This is an optimization exercise on Yosys and OpenROAD, whose aim is small area, a short achievable clock period and few clock cycles per item, not a production implementation.
In this exercise RTL edits were held to simulation tests only and were not proved equivalent to the original.
Power is estimated from default activity; no workload was simulated.

// cave_automaton_generation_unit
module cave_automaton_generation_unit (
  input  logic                          clk_i,
  input  logic                          rst_ni,
  input  logic                          psel,
  input  logic                          penable,
  input  logic                          pwrite,
  input  logic [cag_pkg::ADDR_W-1:0]    paddr,
  input  logic [cag_pkg::DATA_W-1:0]    pwdata,
  output logic [cag_pkg::DATA_W-1:0]    prdata,
  output logic                          pready,
  input  logic                          in_valid_i,
  output logic                          in_ready_o,
  input  logic [cag_pkg::LINE_W-1:0]    line_cells_i,
  output logic                          out_valid_o,
  input  logic                          out_ready_i,
  output logic [cag_pkg::LINE_W-1:0]    new_line_cells_o,
  output logic [cag_pkg::NUM_W-1:0]     line_number_o,
  output logic                          run_last_o,
  output logic                          grid_done_o
);
  localparam int unsigned W  = cag_pkg::LINE_W;
  localparam int unsigned CW = cag_pkg::CNT_REG_W;
  localparam int unsigned LW = cag_pkg::LEN_REG_W;
  localparam int unsigned NW = cag_pkg::NUM_W;
  logic [CW-1:0] line_count_q;
  logic [LW-1:0] line_length_q;
  logic [CW-1:0] rdata_q;
  logic [W-1:0]  a_q, b_q;
  logic          b_pend_q;       
  logic [NW-1:0] rem_q;          
  logic [W-1:0]  p_cells_q;
  logic          p_last_q, p_done_q;
  logic          p_full_q;       
  logic          rdy_q;          
  logic [W-1:0]  out_cells_q;
  logic [NW-1:0] out_num_q;
  logic          out_last_q, out_done_q, out_valid_q;
  logic          out_fresh_q;    
  assign pready = 1'b1;
  always_ff @(posedge clk_i or negedge rst_ni) begin
    if (!rst_ni) begin
      line_count_q  <= CW'(64);
      line_length_q <= LW'(64);
    end else if (psel && penable && pwrite) begin
      if (paddr[2]) line_length_q <= pwdata[LW-1:0];
      else          line_count_q  <= pwdata[CW-1:0];
    end
  end
  always_ff @(posedge clk_i) begin
    rdata_q <= paddr[2] ? CW'(line_length_q) : line_count_q;
  end
  assign prdata = cag_pkg::DATA_W'(rdata_q);
  logic [NW-1:0] last_row;
  logic [LW-1:0] len_eff;
  logic [W-1:0]  len_mask, col_in;
  always_comb begin
    if (line_count_q < CW'(cag_pkg::MIN_LINES))      last_row = NW'(cag_pkg::MIN_LINES - 1);
  ...
For scale: ~1700 cells after synthesis, roughly 320 flip-flops, roughly 0.018 mm2 of cells after synthesis.
==> flow/config.mk <==
export PLATFORM = sky130hd
export DESIGN_NAME = cave_automaton_generation_unit
export DESIGN_NICKNAME = cave_automaton_generation_unit
export VERILOG_FILES = /design/flow/design.v
export SDC_FILE = /design/flow/constraint.sdc
export NUM_CORES = 4
export LEC_CHECK = 0
export CAP_MARGIN = 20
export CORE_MARGIN = 2
export CORE_UTILIZATION = 60
export CTS_BUF_LIST = sky130_fd_sc_hd__clkbuf_16
export CTS_CLUSTER_DIAMETER = 60
export CTS_CLUSTER_SIZE = 30
export PLACE_DENSITY = 0.7
export SETUP_SLACK_MARGIN = 4.3
export SLEW_MARGIN = 20
==> flow/constraint.sdc <==
create_clock -name core_clock -period 6.5 [get_ports {clk_i}]
set_input_delay 1.3000 -clock core_clock [delete_from_list [all_inputs] [get_ports {clk_i}]]
set_output_delay 1.3000 -clock core_clock [all_outputs]
set_load 0.01 [all_outputs]
run.sh (not shown) runs the stock make flow with config.mk's settings and CLKGATE_MAP_FILE= SYNTH_SCRIPT=/design/flow/synth_recipe.tcl, a recipe that flattens the netlist after the stock synthesis.
The first run ran to the end with no violations.
Testbench counts at the start, summed over its fixed seeds: cycles 5,576, lines 5,552.
Change:
- CORE_UTILIZATION: 60 -> 40
- CTS_BUF_LIST: sky130_fd_sc_hd__clkbuf_16 -> default
- CTS_CLUSTER_DIAMETER: 60 -> default
- CTS_CLUSTER_SIZE: 30 -> default
- PLACE_DENSITY: 0.7 -> 0.6
- SETUP_SLACK_MARGIN: 4.3 -> 4.0
Result: Non-clock buffer count fell by 46; setup slack improved by 110 ps; final area fell by 1.9%; routed wire length fell by 0.83%; fmax rose by 3.9%; die area rose by 49%; cell count rose by 7.1%; utilization fell by 29 points.
Change:
- CORE_UTILIZATION: 40 -> 60
- CTS_BUF_LIST: default -> sky130_fd_sc_hd__clkbuf_16
- CTS_CLUSTER_DIAMETER: default -> 60
- CTS_CLUSTER_SIZE: default -> 30
- PLACE_DENSITY: 0.6 -> 0.7
- TNS_END_PERCENT: default -> 5
The changed run completed without violations. Clock-buffer cell count is lower by 23. Clock skew is higher by 5.2 ps. Core utilization is higher by 22 points. Sequential share of layout area is higher by 2.9 points. Power is lower by 8.4%. Routed wire length is lower by 12%. Critical path depth stays the same. Setup slack is worse by 92 ps. First-iteration DRC count is higher by 45%. Via count is lower by 1.2%.
Change:
- CORE_UTILIZATION: 60 -> 75
- PLACE_DENSITY: 0.7 -> 0.8
- SETUP_SLACK_MARGIN: 4.0 -> 3.9
- TNS_END_PERCENT: 5 -> default
Now the flow failed in 4_1_cts, error DPL-0033. Synthesized cell count is unchanged. Area after synthesis does not change.

==> separate check: timing with driven ports <==
How much do the figures lean on ideal ports? The routed layouts below were timed once more, with nothing changed but the port constraints.
Step 1 (the two cells are an assumption about what drives the block):
set clk [get_ports {clk_i}]
set_driving_cell -lib_cell sky130_fd_sc_hd__clkbuf_16 $clk
set_driving_cell -lib_cell sky130_fd_sc_hd__buf_2 [delete_from_list [all_inputs] $clk]
Step 2, shift: input delay + t, output delay - t, t = (earliest + latest rising clock arrival at the registers) / 2. This alone moves slack from input paths to output paths.
a / b / c = no drivers / after step 1 / after step 2; a / b = the first two.
| run | t (ns) | slack for setup (ns) | clock arrival spread, ns | slew at the worst register clock pin (ns) | worst slew at a driven data input, ns |
|---|---|---|---|---|---|
| the first run | 0.620 | 3.634 / 3.649 / 3.029 | 0.024 / 0.024 | 0.08 / 0.08 | 0.07 |
| the second run | 0.595 | 3.741 / 3.754 / 3.160 | 0.013 / 0.013 | 0.06 / 0.06 | 0.08 |
| the third run | 0.609 | 3.649 / 3.614 / 3.067 | 0.019 / 0.019 | 0.09 / 0.09 | 0.07 |
After both steps setup and hold are still met in every run listed. For the first run, which loses most, drivers alone change the setup slack by +0.015 ns; drivers and shift together by -0.605 ns.
